From an optimization exercise on the open Yosys and OpenROAD flow, aimed at small area and few clock cycles; shortcuts taken in it are not production practice. Function was checked by simulation only, so behaviour that the tests miss may differ from the original.

`flow/design.v`:
```
package gspg_pkg;
    localparam int GSPG_POINTS_DEFAULT = 256;
    localparam int SINE_ROM_SIZE       = 255;
    localparam int QUEUE_DEPTH         = 4;
    localparam logic [1:0] SHP_SQUARE = 2'd0;
    localparam logic [1:0] SHP_RECT   = 2'd1;
    localparam logic [1:0] SHP_CIRCLE = 2'd2;
    localparam logic [0:0] REG_AMP_PCT   = 1'b0;
    localparam logic [6:0] AMP_PCT_RESET = 7'd100;
    localparam logic [15:0] DAC_CENTER   = 16'h8000;
endpackage
import gspg_pkg::*;
module gspg_front #(
    parameter int POINTS = gspg_pkg::GSPG_POINTS_DEFAULT
) (
    input  logic              i_clk,
    input  logic              i_rst_n,
    input  logic              i_valid,
    output logic              o_ready,
    input  logic [2:0]        i_keys,
    input  logic              i_full,
    output logic              o_push,
    output logic [(2 + 8 + 8 + ((POINTS / 4 > 1) ? $clog2(POINTS / 4) : 1) + 2)-1:0] o_item
);
    localparam int ITEM_W = (2 + 8 + 8 + ((POINTS / 4 > 1) ? $clog2(POINTS / 4) : 1) + 2);
    localparam int IDX_W  = $clog2(POINTS);
    localparam int SEG    = ((POINTS / 4 < 1) ? 1 : POINTS / 4);
    localparam int T_W    = ((POINTS / 4 > 1) ? $clog2(POINTS / 4) : 1);
    localparam int K_STEP = SINE_ROM_SIZE / POINTS;
    localparam int K_REM  = SINE_ROM_SIZE % POINTS;
    logic [2:0]       r_keys, n_keys;
    logic [1:0]       r_shape, n_shape;
    logic [IDX_W-1:0] r_idx, n_idx;
    logic [IDX_W-1:0] r_rem, n_rem;
    logic [7:0]       r_k, n_k;
    logic [T_W-1:0]   r_t, n_t;
    logic [1:0]       r_side, n_side;
    logic             accept;
    logic             restart;
    logic [2:0]       fell;
    logic [1:0]       pick;
    logic [IDX_W-1:0] c_idx, c_rem;
    logic [7:0]       c_k;
    logic [T_W-1:0]   c_t;
    logic [1:0]       c_side;
    logic [IDX_W:0]   rem_sum;
    assign o_ready = !i_full;
    assign accept  = i_valid && !i_full;
    assign o_push  = accept;
    always_comb begin
        fell = r_keys & ~i_keys;
        pick = r_shape;
        if (fell[0]) begin
            pick = SHP_SQUARE;
        end
        if (fell[1]) begin
            pick = SHP_RECT;
        end
        if (fell[2]) begin
            pick = SHP_CIRCLE;
        end
        restart = (pick != r_shape);
        c_idx   = restart ? '0 : r_idx;
        c_rem   = restart ? '0 : r_rem;
        c_k     = restart ? '0 : r_k;
        c_t     = restart ? '0 : r_t;
        c_side  = restart ? '0 : r_side;
        rem_sum = {1'b0, c_rem} + (IDX_W+1)'(K_REM);
    end
    assign o_item = {pick, 8'(c_idx), c_k, c_t, c_side};
    always_comb begin
        n_keys  = r_keys;
        n_shape = r_shape;
        n_idx   = r_idx;
        n_rem   = r_rem;
        n_k     = r_k;
        n_t     = r_t;
        n_side  = r_side;
        if (accept) begin
            n_keys  = i_keys;
            n_shape = pick;
            if (c_idx == IDX_W'(POINTS - 1)) begin
                n_idx  = '0;
                n_rem  = '0;
                n_k    = '0;
                n_t    = '0;
                n_side = '0;
            end else begin
                n_idx = c_idx + 1'b1;
                if (rem_sum >= (IDX_W+1)'(POINTS)) begin
                    n_rem = IDX_W'(rem_sum - (IDX_W+1)'(POINTS));
                    n_k   = c_k + 8'(K_STEP + 1);
                end else begin
                    n_rem = IDX_W'(rem_sum);
                    n_k   = c_k + 8'(K_STEP);
                end
                if (c_t == T_W'(SEG - 1)) begin
                    n_t    = '0;
                    n_side = (c_side == 2'd3) ? 2'd3 : c_side + 2'd1;
                end else begin
                    n_t    = c_t + 1'b1;
                    n_side = c_side;
                end
            end
        end
    end
    always_ff @(posedge i_clk) begin
        if (!i_rst_n) begin
            r_keys  <= 3'b111;
            r_shape <= SHP_CIRCLE;
            r_idx   <= '0;
            r_rem   <= '0;
            r_k     <= '0;
            r_t     <= '0;
            r_side  <= '0;
        end else begin
            r_keys  <= n_keys;
            r_shape <= n_shape;
            r_idx   <= n_idx;
            r_rem   <= n_rem;
            r_k     <= n_k;
            r_t     <= n_t;
            r_side  <= n_side;
        end
    end
endmodule
import gspg_pkg::*;
module gspg_queue #(
    parameter int WIDTH = 8,
    parameter int DEPTH = gspg_pkg::QUEUE_DEPTH
) (
    input  logic             i_clk,
    input  logic             i_rst_n,
    input  logic             i_push,
    input  logic [WIDTH-1:0] i_data,
    input  logic             i_pop,
    output logic [WIDTH-1:0] o_data,
    output logic             o_full,
    output logic             o_empty
);
    localparam int PTR_W = (DEPTH > 1) ? $clog2(DEPTH) : 1;
    logic [WIDTH-1:0] r_mem [DEPTH];
    logic [PTR_W:0]   r_wr, n_wr;
    logic [PTR_W:0]   r_rd, n_rd;
    logic [PTR_W:0]   count;
    assign count   = r_wr - r_rd;
    assign o_full  = (count == (PTR_W+1)'(DEPTH));
    assign o_empty = (count == '0);
    assign o_data  = r_mem[r_rd[PTR_W-1:0]];
    always_comb begin
        n_wr = r_wr;
        n_rd = r_rd;
        if (i_push) begin
            n_wr = (r_wr[PTR_W-1:0] == PTR_W'(DEPTH - 1)) ?
                   {~r_wr[PTR_W], {PTR_W{1'b0}}} : r_wr + 1'b1;
        end
        if (i_pop) begin
            n_rd = (r_rd[PTR_W-1:0] == PTR_W'(DEPTH - 1)) ?
                   {~r_rd[PTR_W], {PTR_W{1'b0}}} : r_rd + 1'b1;
        end
    end
    always_ff @(posedge i_clk) begin
        if (i_push) begin
            r_mem[r_wr[PTR_W-1:0]] <= i_data;
        end
    end
    always_ff @(posedge i_clk) begin
        if (!i_rst_n) begin
            r_wr <= '0;
            r_rd <= '0;
        end else begin
            r_wr <= n_wr;
            r_rd <= n_rd;
        end
    end
endmodule
import gspg_pkg::*;
module gspg_back #(
    parameter int POINTS = gspg_pkg::GSPG_POINTS_DEFAULT
) (
    input  logic              i_clk,
    input  logic              i_rst_n,
    input  logic [6:0]        i_amp_pct,
    input  logic              i_empty,
    input  logic [(2 + 8 + 8 + ((POINTS / 4 > 1) ? $clog2(POINTS / 4) : 1) + 2)-1:0] i_item,
    output logic              o_pop,
    output logic              o_valid,
    input  logic              i_ready,
    output logic [15:0]       o_x,
    output logic [15:0]       o_y,
    output logic [1:0]        o_shape,
    output logic [7:0]        o_pnum
);
    localparam int ITEM_W = (2 + 8 + 8 + ((POINTS / 4 > 1) ? $clog2(POINTS / 4) : 1) + 2);
    function automatic logic [15:0] sine_rom(input logic [7:0] idx);
        case (idx)
            8'd0: sine_rom = 16'd32967;
            8'd1: sine_rom = 16'd33775;
            8'd2: sine_rom = 16'd34581;
            8'd3: sine_rom = 16'd35387;
            8'd4: sine_rom = 16'd36190;
            8'd5: sine_rom = 16'd36992;
            8'd6: sine_rom = 16'd37791;
            8'd7: sine_rom = 16'd38588;
            8'd8: sine_rom = 16'd39380;
            8'd9: sine_rom = 16'd40169;
            8'd10: sine_rom = 16'd40953;
            8'd11: sine_rom = 16'd41732;
            8'd12: sine_rom = 16'd42506;
            8'd13: sine_rom = 16'd43274;
            8'd14: sine_rom = 16'd44035;
            8'd15: sine_rom = 16'd44790;
            8'd16: sine_rom = 16'd45537;
            8'd17: sine_rom = 16'd46277;
            8'd18: sine_rom = 16'd47008;
            8'd19: sine_rom = 16'd47731;
            8'd20: sine_rom = 16'd48444;
            8'd21: sine_rom = 16'd49148;
            8'd22: sine_rom = 16'd49842;
            8'd23: sine_rom = 16'd50526;
            8'd24: sine_rom = 16'd51199;
            8'd25: sine_rom = 16'd51861;
            8'd26: sine_rom = 16'd52511;
            8'd27: sine_rom = 16'd53149;
            8'd28: sine_rom = 16'd53775;
            8'd29: sine_rom = 16'd54388;
            8'd30: sine_rom = 16'd54988;
            8'd31: sine_rom = 16'd55575;
            8'd32: sine_rom = 16'd56147;
            8'd33: sine_rom = 16'd56706;
            8'd34: sine_rom = 16'd57250;
            8'd35: sine_rom = 16'd57779;
            8'd36: sine_rom = 16'd58292;
            8'd37: sine_rom = 16'd58791;
            8'd38: sine_rom = 16'd59273;
            8'd39: sine_rom = 16'd59740;
            8'd40: sine_rom = 16'd60190;
            8'd41: sine_rom = 16'd60623;
            8'd42: sine_rom = 16'd61040;
            8'd43: sine_rom = 16'd61439;
            8'd44: sine_rom = 16'd61821;
            8'd45: sine_rom = 16'd62185;
            8'd46: sine_rom = 16'd62532;
            8'd47: sine_rom = 16'd62860;
            8'd48: sine_rom = 16'd63170;
            8'd49: sine_rom = 16'd63462;
            8'd50: sine_rom = 16'd63735;
            8'd51: sine_rom = 16'd63989;
            8'd52: sine_rom = 16'd64224;
            8'd53: sine_rom = 16'd64440;
            8'd54: sine_rom = 16'd64637;
            8'd55: sine_rom = 16'd64815;
            8'd56: sine_rom = 16'd64973;
            8'd57: sine_rom = 16'd65112;
            8'd58: sine_rom = 16'd65230;
            8'd59: sine_rom = 16'd65330;
            8'd60: sine_rom = 16'd65409;
            8'd61: sine_rom = 16'd65469;
            8'd62: sine_rom = 16'd65509;
            8'd63: sine_rom = 16'd65528;
            8'd64: sine_rom = 16'd65528;
            8'd65: sine_rom = 16'd65509;
            8'd66: sine_rom = 16'd65469;
            8'd67: sine_rom = 16'd65409;
            8'd68: sine_rom = 16'd65330;
            8'd69: sine_rom = 16'd65230;
            8'd70: sine_rom = 16'd65112;
            8'd71: sine_rom = 16'd64973;
            8'd72: sine_rom = 16'd64815;
            8'd73: sine_rom = 16'd64637;
            8'd74: sine_rom = 16'd64440;
            8'd75: sine_rom = 16'd64224;
            8'd76: sine_rom = 16'd63989;
            8'd77: sine_rom = 16'd63735;
            8'd78: sine_rom = 16'd63462;
            8'd79: sine_rom = 16'd63170;
            8'd80: sine_rom = 16'd62860;
            8'd81: sine_rom = 16'd62532;
            8'd82: sine_rom = 16'd62185;
            8'd83: sine_rom = 16'd61821;
            8'd84: sine_rom = 16'd61439;
            8'd85: sine_rom = 16'd61040;
            8'd86: sine_rom = 16'd60623;
            8'd87: sine_rom = 16'd60190;
            8'd88: sine_rom = 16'd59740;
            8'd89: sine_rom = 16'd59273;
            8'd90: sine_rom = 16'd58791;
            8'd91: sine_rom = 16'd58292;
            8'd92: sine_rom = 16'd57779;
            8'd93: sine_rom = 16'd57250;
            8'd94: sine_rom = 16'd56706;
            8'd95: sine_rom = 16'd56147;
            8'd96: sine_rom = 16'd55575;
            8'd97: sine_rom = 16'd54988;
            8'd98: sine_rom = 16'd54388;
            8'd99: sine_rom = 16'd53775;
            8'd100: sine_rom = 16'd53149;
            8'd101: sine_rom = 16'd52511;
            8'd102: sine_rom = 16'd51861;
            8'd103: sine_rom = 16'd51199;
            8'd104: sine_rom = 16'd50526;
            8'd105: sine_rom = 16'd49842;
            8'd106: sine_rom = 16'd49148;
            8'd107: sine_rom = 16'd48444;
            8'd108: sine_rom = 16'd47731;
            8'd109: sine_rom = 16'd47008;
            8'd110: sine_rom = 16'd46277;
            8'd111: sine_rom = 16'd45537;
            8'd112: sine_rom = 16'd44790;
            8'd113: sine_rom = 16'd44035;
            8'd114: sine_rom = 16'd43274;
            8'd115: sine_rom = 16'd42506;
            8'd116: sine_rom = 16'd41732;
            8'd117: sine_rom = 16'd40953;
            8'd118: sine_rom = 16'd40169;
            8'd119: sine_rom = 16'd39380;
            8'd120: sine_rom = 16'd38588;
            8'd121: sine_rom = 16'd37791;
            8'd122: sine_rom = 16'd36992;
            8'd123: sine_rom = 16'd36190;
            8'd124: sine_rom = 16'd35387;
            8'd125: sine_rom = 16'd34581;
            8'd126: sine_rom = 16'd33775;
            8'd127: sine_rom = 16'd32967;
            8'd128: sine_rom = 16'd32160;
            8'd129: sine_rom = 16'd31353;
            8'd130: sine_rom = 16'd30547;
            8'd131: sine_rom = 16'd29742;
            8'd132: sine_rom = 16'd28939;
            8'd133: sine_rom = 16'd28139;
            8'd134: sine_rom = 16'd27341;
            8'd135: sine_rom = 16'd26547;
            8'd136: sine_rom = 16'd25756;
            8'd137: sine_rom = 16'd24969;
            8'd138: sine_rom = 16'd24188;
            8'd139: sine_rom = 16'd23411;
            8'd140: sine_rom = 16'd22640;
            8'd141: sine_rom = 16'd21876;
            8'd142: sine_rom = 16'd21118;
            8'd143: sine_rom = 16'd20367;
            8'd144: sine_rom = 16'd19623;
            8'd145: sine_rom = 16'd18888;
            8'd146: sine_rom = 16'd18161;
            8'd147: sine_rom = 16'd17443;
            8'd148: sine_rom = 16'd16734;
            8'd149: sine_rom = 16'd16034;
            8'd150: sine_rom = 16'd15345;
            8'd151: sine_rom = 16'd14667;
            8'd152: sine_rom = 16'd14000;
            8'd153: sine_rom = 16'd13344;
            8'd154: sine_rom = 16'd12699;
            8'd155: sine_rom = 16'd12067;
            8'd156: sine_rom = 16'd11448;
            8'd157: sine_rom = 16'd10841;
            8'd158: sine_rom = 16'd10248;
            8'd159: sine_rom = 16'd9668;
            8'd160: sine_rom = 16'd9103;
            8'd161: sine_rom = 16'd8552;
            8'd162: sine_rom = 16'd8015;
            8'd163: sine_rom = 16'd7494;
            8'd164: sine_rom = 16'd6988;
            8'd165: sine_rom = 16'd6497;
            8'd166: sine_rom = 16'd6022;
            8'd167: sine_rom = 16'd5564;
            8'd168: sine_rom = 16'd5122;
            8'd169: sine_rom = 16'd4697;
            8'd170: sine_rom = 16'd4289;
            8'd171: sine_rom = 16'd3899;
            8'd172: sine_rom = 16'd3526;
            8'd173: sine_rom = 16'd3170;
            8'd174: sine_rom = 16'd2833;
            8'd175: sine_rom = 16'd2514;
            8'd176: sine_rom = 16'd2213;
            8'd177: sine_rom = 16'd1930;
            8'd178: sine_rom = 16'd1667;
            8'd179: sine_rom = 16'd1422;
            8'd180: sine_rom = 16'd1196;
            8'd181: sine_rom = 16'd990;
            8'd182: sine_rom = 16'd802;
            8'd183: sine_rom = 16'd635;
            8'd184: sine_rom = 16'd486;
            8'd185: sine_rom = 16'd358;
            8'd186: sine_rom = 16'd248;
            8'd187: sine_rom = 16'd159;
            8'd188: sine_rom = 16'd90;
            8'd189: sine_rom = 16'd40;
            8'd190: sine_rom = 16'd10;
            8'd191: sine_rom = 16'd0;
            8'd192: sine_rom = 16'd10;
            8'd193: sine_rom = 16'd40;
            8'd194: sine_rom = 16'd90;
            8'd195: sine_rom = 16'd159;
            8'd196: sine_rom = 16'd248;
            8'd197: sine_rom = 16'd358;
            8'd198: sine_rom = 16'd486;
            8'd199: sine_rom = 16'd635;
            8'd200: sine_rom = 16'd802;
            8'd201: sine_rom = 16'd990;
            8'd202: sine_rom = 16'd1196;
            8'd203: sine_rom = 16'd1422;
            8'd204: sine_rom = 16'd1667;
            8'd205: sine_rom = 16'd1930;
            8'd206: sine_rom = 16'd2213;
            8'd207: sine_rom = 16'd2514;
            8'd208: sine_rom = 16'd2833;
            8'd209: sine_rom = 16'd3170;
            8'd210: sine_rom = 16'd3526;
            8'd211: sine_rom = 16'd3899;
            8'd212: sine_rom = 16'd4289;
            8'd213: sine_rom = 16'd4697;
            8'd214: sine_rom = 16'd5122;
            8'd215: sine_rom = 16'd5564;
            8'd216: sine_rom = 16'd6022;
            8'd217: sine_rom = 16'd6497;
            8'd218: sine_rom = 16'd6988;
            8'd219: sine_rom = 16'd7494;
            8'd220: sine_rom = 16'd8015;
            8'd221: sine_rom = 16'd8552;
            8'd222: sine_rom = 16'd9103;
            8'd223: sine_rom = 16'd9668;
            8'd224: sine_rom = 16'd10248;
            8'd225: sine_rom = 16'd10841;
            8'd226: sine_rom = 16'd11448;
            8'd227: sine_rom = 16'd12067;
            8'd228: sine_rom = 16'd12699;
            8'd229: sine_rom = 16'd13344;
            8'd230: sine_rom = 16'd14000;
            8'd231: sine_rom = 16'd14667;
            8'd232: sine_rom = 16'd15345;
            8'd233: sine_rom = 16'd16034;
            8'd234: sine_rom = 16'd16734;
            8'd235: sine_rom = 16'd17443;
            8'd236: sine_rom = 16'd18161;
            8'd237: sine_rom = 16'd18888;
            8'd238: sine_rom = 16'd19623;
            8'd239: sine_rom = 16'd20367;
            8'd240: sine_rom = 16'd21118;
            8'd241: sine_rom = 16'd21876;
            8'd242: sine_rom = 16'd22640;
            8'd243: sine_rom = 16'd23411;
            8'd244: sine_rom = 16'd24188;
            8'd245: sine_rom = 16'd24969;
            8'd246: sine_rom = 16'd25756;
            8'd247: sine_rom = 16'd26547;
            8'd248: sine_rom = 16'd27341;
            8'd249: sine_rom = 16'd28139;
            8'd250: sine_rom = 16'd28939;
            8'd251: sine_rom = 16'd29742;
            8'd252: sine_rom = 16'd30547;
            8'd253: sine_rom = 16'd31353;
            8'd254: sine_rom = 16'd32160;
            default: sine_rom = 16'd0;
        endcase
    endfunction
    function automatic logic [14:0] amp_of_pct(input logic [6:0] pct);
        logic [6:0]  p;
        logic [14:0] base;
        logic [12:0] y;
        logic [26:0] yq;
        p    = (pct > 7'd100) ? 7'd100 : pct;
        base = 15'(p) * 15'd327;
        y    = 13'(p) * 13'd67;
        yq   = 27'(y) * 27'd10486;
        amp_of_pct = base + 15'(yq[26:20]);
    endfunction
    localparam int SEG   = ((POINTS / 4 < 1) ? 1 : POINTS / 4);
    localparam int T_W   = ((POINTS / 4 > 1) ? $clog2(POINTS / 4) : 1);
    localparam int ST_W  = 16 + T_W;
    localparam int DIV_S = 16 + $clog2(SEG);
    localparam logic [17:0] DIV_M =
        18'(((longint'(1) << DIV_S) + longint'(SEG) - 1) / longint'(SEG));
    logic [14:0] r_amp;
    logic [15:0] r_step_full, r_step_half;
    logic [33:0] step_full_p, step_half_p;
    logic        en;
    logic [1:0]  i_shape, i_side;
    logic [7:0]  i_pnum, i_k, kx;
    logic [8:0]  kx9;
    logic [T_W-1:0] i_t;
    logic [15:0] step_sel;
    logic             r1_v;
    logic [1:0]       r1_shape, r1_side;
    logic [7:0]       r1_pnum;
    logic [15:0]      r1_rom_x, r1_rom_y;
    logic [ST_W-1:0]  r1_st;
    logic signed [17:0] hw, hh, st, dx, dy;
    logic [15:0] mag_x, mag_y;
    logic        r2_v;
    logic [1:0]  r2_shape;
    logic [7:0]  r2_pnum;
    logic [15:0] r2_sq_x, r2_sq_y;
    logic [30:0] r2_prod_x, r2_prod_y;
    logic        r2_neg_x, r2_neg_y;
    logic [15:0] q_x, q_y;
    logic [15:0] circ_x, circ_y;
    logic        r3_v;
    logic [1:0]  r3_shape;
    logic [7:0]  r3_pnum;
    logic [15:0] r3_x, r3_y;
    assign step_full_p = 34'({r_amp, 1'b0}) * 34'(DIV_M);
    assign step_half_p = 34'({1'b0, r_amp[14:1], 1'b0}) * 34'(DIV_M);
    always_ff @(posedge i_clk) begin
        r_amp       <= amp_of_pct(i_amp_pct);
        r_step_full <= 16'(step_full_p >> DIV_S);
        r_step_half <= 16'(step_half_p >> DIV_S);
    end
    assign en    = !r3_v || i_ready;
    assign o_pop = en && !i_empty;
    assign i_shape = i_item[ITEM_W-1 -: 2];
    assign i_pnum  = i_item[ITEM_W-3 -: 8];
    assign i_k     = i_item[ITEM_W-11 -: 8];
    assign i_t     = i_item[T_W+1:2];
    assign i_side  = i_item[1:0];
    always_comb begin
        kx9      = {1'b0, i_k} + 9'd64;
        kx       = (kx9 >= 9'(SINE_ROM_SIZE)) ? 8'(kx9 - 9'(SINE_ROM_SIZE)) : kx9[7:0];
        step_sel = (i_shape == SHP_RECT && !i_side[0]) ? r_step_half : r_step_full;
    end
    always_ff @(posedge i_clk) begin
        if (en) begin
            r1_shape <= i_shape;
            r1_side  <= i_side;
            r1_pnum  <= i_pnum;
            r1_rom_x <= sine_rom(kx);
            r1_rom_y <= sine_rom(i_k);
            r1_st    <= ST_W'(step_sel) * ST_W'(i_t);
        end
    end
    always_comb begin
        hw = 18'(r_amp);
        hh = (r1_shape == SHP_RECT) ? 18'(r_amp[14:1]) : 18'(r_amp);
        st = 18'(r1_st);
        case (r1_side)
            2'd0: begin
                dx = hw;
                dy = hh - st;
            end
            2'd1: begin
                dx = hw - st;
                dy = -hh;
            end
            2'd2: begin
                dx = -hw;
                dy = -hh + st;
            end
            default: begin
                dx = -hw + st;
                dy = hh;
            end
        endcase
        mag_x = r1_rom_x[15] ? {1'b0, r1_rom_x[14:0]} : DAC_CENTER - r1_rom_x;
        mag_y = r1_rom_y[15] ? {1'b0, r1_rom_y[14:0]} : DAC_CENTER - r1_rom_y;
    end
    always_ff @(posedge i_clk) begin
        if (en) begin
            r2_shape  <= r1_shape;
            r2_pnum   <= r1_pnum;
            r2_sq_x   <= DAC_CENTER + dx[15:0];
            r2_sq_y   <= DAC_CENTER + dy[15:0];
            r2_prod_x <= 31'(r_amp) * 31'(mag_x);
            r2_prod_y <= 31'(r_amp) * 31'(mag_y);
            r2_neg_x  <= !r1_rom_x[15];
            r2_neg_y  <= !r1_rom_y[15];
        end
    end
    always_comb begin
        q_x    = 16'((r2_prod_x + (r2_prod_x >> 15) + 31'd1) >> 15);
        q_y    = 16'((r2_prod_y + (r2_prod_y >> 15) + 31'd1) >> 15);
        circ_x = DAC_CENTER + (r2_neg_x ? -q_x : q_x);
        circ_y = DAC_CENTER + (r2_neg_y ? -q_y : q_y);
    end
    always_ff @(posedge i_clk) begin
        if (en) begin
            r3_shape <= r2_shape;
            r3_pnum  <= r2_pnum;
            if (r2_shape == SHP_SQUARE || r2_shape == SHP_RECT) begin
                r3_x <= r2_sq_x;
                r3_y <= r2_sq_y;
            end else begin
                r3_x <= circ_x;
                r3_y <= circ_y;
            end
        end
    end
    always_ff @(posedge i_clk) begin
        if (!i_rst_n) begin
            r1_v <= 1'b0;
            r2_v <= 1'b0;
            r3_v <= 1'b0;
        end else if (en) begin
            r1_v <= o_pop;
            r2_v <= r1_v;
            r3_v <= r2_v;
        end
    end
    assign o_valid = r3_v;
    assign o_x     = r3_x;
    assign o_y     = r3_y;
    assign o_shape = r3_shape;
    assign o_pnum  = r3_pnum;
endmodule
import gspg_pkg::*;
module galvo_shape_point_generator #(
    parameter int POINTS_PER_SHAPE = gspg_pkg::GSPG_POINTS_DEFAULT
) (
    input  logic        i_clk,
    input  logic        i_rst_n,
    input  logic        s_axis_tvalid,
    output logic        s_axis_tready,
    input  logic [7:0]  s_axis_tdata,   
    output logic        m_axis_tvalid,
    input  logic        m_axis_tready,
    output logic [47:0] m_axis_tdata,   
    input  logic        psel,
    input  logic        penable,
    input  logic        pwrite,
    input  logic [2:0]  paddr,
    input  logic [31:0] pwdata,
    output logic [31:0] prdata,
    output logic        pready
);
    localparam int ITEM_W = (2 + 8 + 8 + ((POINTS_PER_SHAPE / 4 > 1) ? $clog2(POINTS_PER_SHAPE / 4) : 1) + 2);
    logic [6:0]        r_amp_pct;
    logic              cfg_wr;
    logic              q_push, q_pop, q_full, q_empty;
    logic [ITEM_W-1:0] q_in, q_out;
    logic [15:0]       x_code, y_code;
    logic [1:0]        shape_code;
    logic [7:0]        point_number;
    assign pready = 1'b1;
    assign cfg_wr = psel && penable && pwrite && pready && (paddr[2] == REG_AMP_PCT);
    assign prdata = (paddr[2] == REG_AMP_PCT) ? {25'd0, r_amp_pct} : 32'd0;
    always_ff @(posedge i_clk) begin
        if (!i_rst_n) begin
            r_amp_pct <= AMP_PCT_RESET;
        end else if (cfg_wr) begin
            r_amp_pct <= pwdata[6:0];
        end
    end
    gspg_front #(.POINTS(POINTS_PER_SHAPE)) u_front (
        .i_clk   (i_clk),
        .i_rst_n (i_rst_n),
        .i_valid (s_axis_tvalid),
        .o_ready (s_axis_tready),
        .i_keys  (s_axis_tdata[2:0]),
        .i_full  (q_full),
        .o_push  (q_push),
        .o_item  (q_in)
    );
    gspg_queue #(.WIDTH(ITEM_W), .DEPTH(QUEUE_DEPTH)) u_queue (
        .i_clk   (i_clk),
        .i_rst_n (i_rst_n),
        .i_push  (q_push),
        .i_data  (q_in),
        .i_pop   (q_pop),
        .o_data  (q_out),
        .o_full  (q_full),
        .o_empty (q_empty)
    );
    gspg_back #(.POINTS(POINTS_PER_SHAPE)) u_back (
        .i_clk     (i_clk),
        .i_rst_n   (i_rst_n),
        .i_amp_pct (r_amp_pct),
        .i_empty   (q_empty),
        .i_item    (q_out),
        .o_pop     (q_pop),
        .o_valid   (m_axis_tvalid),
        .i_ready   (m_axis_tready),
        .o_x       (x_code),
        .o_y       (y_code),
        .o_shape   (shape_code),
        .o_pnum    (point_number)
    );
    assign m_axis_tdata = {6'd0, point_number, shape_code, y_code, x_code};
endmodule
```
`flow/run.sh`:
```
#!/bin/bash
# synth_recipe.tcl (not shown) runs the flow's synth.tcl, then flattens the netlist and writes it again
# the make line also repeats each setting of config.mk as NAME=value (left out here)
make -C /OpenROAD-flow-scripts/flow DESIGN_CONFIG=/design/flow/config.mk WORK_HOME=/design/flow/orfs CLKGATE_MAP_FILE= SYNTH_SCRIPT=/design/flow/synth_recipe.tcl finish
```
`flow/config.mk`:
```
export PLATFORM = sky130hd
export DESIGN_NAME = galvo_shape_point_generator
export DESIGN_NICKNAME = galvo_shape_point_generator
export VERILOG_FILES = /design/flow/design.v
export SDC_FILE = /design/flow/constraint.sdc
export NUM_CORES = 4
export LEC_CHECK = 0
export CAP_MARGIN = 20
export CORE_MARGIN = 2
export CORE_UTILIZATION = 40
export SLEW_MARGIN = 20
```
`flow/constraint.sdc`:
```
create_clock -name core_clock -period 11.5 [get_ports {i_clk}]
set_input_delay 2.3000 -clock core_clock [delete_from_list [all_inputs] [get_ports {i_clk}]]
set_output_delay 2.3000 -clock core_clock [all_outputs]
set_load 0.01 [all_outputs]
```
==> summary.txt <==
deepest clock path buffer count=3; Die Wd=about 360 um; clk slew on worst S/H paths=0.06 ns; number of global-route vias before repair=approximately 44000; register area share after synthesis=0.2111; Syn Inst Count=5892; Post-synth ARST share=0; RSZ-0062 raised after global routing=false; cell repeated most along the worst path=ha_1; DR pass1 iterations=8; crit share post-route=0.9276; Hold Buf Count CTS=0; Setup Viol. Count Final=0; Total Wirelength=around 170 mm; Final Hold Vio Count=0; area of the core=129200 um2; Post-synth EDFFs=312; Root Buffer=clkbuf_16; distinct cell type count after synthesis=103; largest net degree at the start of global routing=75; Skew-Pair Late Insertion Delay=0.66 ns; nets=6825; max_slew headroom=0.2267; Final Wtd Congestion=1.007; worst-margin pin slew=1.145 ns; max cap viols=0; cts bufs inserted=50; Hold Crit Depth=0; synthesized flop and latch total=roughly 400; Final Max Slew Viols=0; CP Max Fanout=7; proportion of layout cells with a drive suffix above 1=0.06218; predominant post-synthesis flop cell=edfxtp_1; hpwl dp=122.8 mm; Setup TNS Final=0 ns; DR DRC count=0; first-pass GRT wire length=approximately 260 mm; Die ar.=132800 um2; Overflow after GRT=0; Post-DRT Antenna Nets=0; routed via count=44260; gr usage total=0.2567; Mapped Area=51970 um2; WP data required=12.04 ns; Layout area overhead=7.824%; final non-filler cell total=7565; Final min period=10.67 ns; max incr delay on CP=0.52 ns; Avg Vias per Cell=5.851; worst r2r path cells=51; worst path arrival time=11.21 ns; Worst setup EP type=flop; syn avg cell area=a little under 9 um2; crit path launch type=flop; kind of critical path=reg2reg; status=complete, no violations; Synth Warn #=4; Max Clk Rate=93.74 MHz; Max stage delay cell, worst path=fa_1; PortBufs=68; H-tree Lvls=2; placed cell count=7473; Die Y=364.5 um; CTS tree=built; routed length per instance=22.64 um; Hold Crit Class=reg2reg; Iteration-0 DRC Markers=4646; clock skew=0.04554 ns; Initial Utilization=0.4024; num ports=133; antenna violations before repair=4; FP Rows=132; CTS Sinks=392
[worst max-delay path: cells and delay by family, from the launching register on]
kind | cells | cell delay (ns)
XOR/XNOR | 3 | 0.54
buffers and inverters | 7 | 0.42
flip-flops | 1 | 0.33
AO/OA/AOI/OAI | 20 | 3.51
AND/OR/NAND/NOR | 8 | 1.10
adder cells (fa/ha/maj) | 13 | 4.62
[kinds of logic (layout without fill, tap and decap cells)]
family	Yosys count	in the layout	share of synthesized area
compound gates	1332	1332	0.1692
xor+xnor	267	267	0.04499
fa+ha+maj	992	992	0.3055
buf+inv	1024	924	0.07925
flops	392	392	0.2111
mux	100	100	0.02795
other cells	2	33	0.0001445
simple gates	1783	1783	0.1619
[synthesized netlist by cell type (23+ instances only)]
cell type  count  share of area
a21oi_1      331          0.032
nor3_1       134          0.013
nand3_1       96         0.0092
fa_1         462           0.18
buf_4         45         0.0065
o221ai_1      36         0.0061
clkbuf_1     263          0.019
nor2_1       385          0.028
o21ai_0      282          0.027
a311oi_1      43         0.0072
o21a_1        30         0.0043
buf_2         43         0.0041
a31oi_1       72         0.0087
xor2_1        96          0.016
a21boi_0      26         0.0038
nand2b_1      33         0.0040
ha_1         530           0.13
o22ai_1       29         0.0035
mux2i_1       35         0.0067
a211oi_1      61         0.0088
and2_1       259          0.031
xnor2_1      171          0.029
or3_1         23         0.0028
edfxtp_1     312           0.18
nand2_1      641          0.046
nor2b_1       75         0.0090
a221oi_1      25         0.0042
buf_1         23         0.0017
o211ai_1      65         0.0094
o311ai_0      30         0.0051
inv_1        633          0.046
mux2_2        30         0.0065
and3_1        43         0.0052
dfxtp_1       80          0.031
a21o_1        69          0.010
mux4_2        32          0.014
[final timing paths]
| check | from | end | slack, ns |
|---|---|---|---|
| worst max-delay path | r_amp_pct[0]$_SDFFE_PN0P_ | u_back.r_amp[13]$_DFF_P_ | 0.83 |
| worst min-delay path | u_back.r2_pnum[5]$_DFFE_PP_ | u_back.r3_pnum[5]$_DFFE_PP_ | 0.42 |
| worst max register to register | r_amp_pct[0]$_SDFFE_PN0P_ | u_back.r_amp[13]$_DFF_P_ | 0.83 |
| worst min register to register | u_back.r2_pnum[5]$_DFFE_PP_ | u_back.r3_pnum[5]$_DFFE_PP_ | 0.42 |
[area by class of cell]
class                   count  area [um2]
diodes                      1       2.502
clock buffers              60        1319
clock inverters            31       375.4
fillers                 12830       73110
inverters                 643        2421
multi-input cells        4506       37160
flip-flops and latches    392       10980
well taps                1742        2180
repair buffers            190        1604
[layer usage]
metal,up-vias,share of wire,track usage
met5,-,0.00020,0
li1,20130,-,-
met3,418,0.084,0.05282
met4,6,0.040,0.09901
met1,21840,0.43,0.3441
met2,1867,0.45,0.4066
[timing repair]
action	CTS	global route
setup buffers	0	0
setup endpoints to repair	0	5
gates resized for setup	0	17
[layout by cell type (no fill, tap or decap), types with 25 or more instances in the layout]
| cell type | Yosys | routed |
|---|---|---|
| xor2_1 | 96 | 92 |
| a311oi_1 | 43 | 43 |
| o22ai_1 | 29 | 29 |
| clkdlybuf4s50_1 | 0 | 67 |
| nor2b_1 | 75 | 74 |
| nor3_1 | 134 | 133 |
| mux2_2 | 30 | 29 |
| nor2_1 | 385 | 384 |
| xnor2_1 | 171 | 168 |
| clkbuf_16 | 0 | 50 |
| o21a_1 | 30 | 30 |
| o211ai_1 | 65 | 65 |
| a21oi_1 | 331 | 327 |
| a21o_1 | 69 | 69 |
| o221ai_1 | 36 | 36 |
| fa_1 | 462 | 462 |
| a31oi_1 | 72 | 70 |
| mux2i_1 | 35 | 35 |
| inv_1 | 633 | 631 |
| nand3_1 | 96 | 96 |
| edfxtp_1 | 312 | 312 |
| and2_1 | 259 | 259 |
| o21ai_0 | 282 | 278 |
| nand2_1 | 641 | 641 |
| a221oi_1 | 25 | 25 |
| conb_1 | 2 | 32 |
| o311ai_0 | 30 | 30 |
| dfxtp_1 | 80 | 73 |
| mux4_2 | 32 | 31 |
| a211oi_1 | 61 | 60 |
| nand2b_1 | 33 | 33 |
| and3_1 | 43 | 43 |
| ha_1 | 530 | 530 |
| buf_4 | 45 | 121 |
[sequential cells by signal, summed over array words and instances, names as in the netlist, 10 cells and up, named ones only]
signal	count
u_back.r2_prod_x	31
u_back.r_amp	15
u_back.r2_sq_y	16
u_back.r1_rom_x	16
u_back.r_step_full	10
u_back.r2_prod_y	31
u_back.r2_sq_x	16
u_queue.r_mem	104
u_back.r1_rom_y	16
u_back.r3_y	16
u_back.r1_st	16
u_back.r3_x	16
[per-stage QoR]
stage	hold slack, ns	setup WS, ns	area (um2)	util
after global placement	0.4029	0.3837	54290	0.4204
after CTS	0.4300	0.1462	55990	0.4335
final	0.4244	0.8321	56040	0.4339
after global routing	0.4379	0.02854	56040	0.4339
after detailed placement	0.4065	0.2164	54290	0.4204
after floorplan	0.3540	1.012	52090	-
Testbench counts, summed over its fixed seeds: cycles 24,032.

==> port drivers added, routing unchanged <==
In the flow no input, the clock included, has a driving cell. The finished layout below was timed again as built, in two steps. Step 1, drivers: a clkbuf_16 drives i_clk and a buf_2 each remaining input, both assumed. Step 2 times the ports against the registers' clock, not the clock port: input delays grow and output delays shrink by t, the midpoint of the rising clock arrivals with the driver on. Three values: ideal, step 1, step 2; two values: the first two.
t (ns): 0.714
slack for setup (ns): 0.832 / 0.832 / 0.832
worst hold slack (ns): 0.424 / 0.424 / 0.424
After both steps setup and hold are still met in this run. The setup slack of this run moves by 0.000 ns with the drivers and by 0.000 ns with both steps.
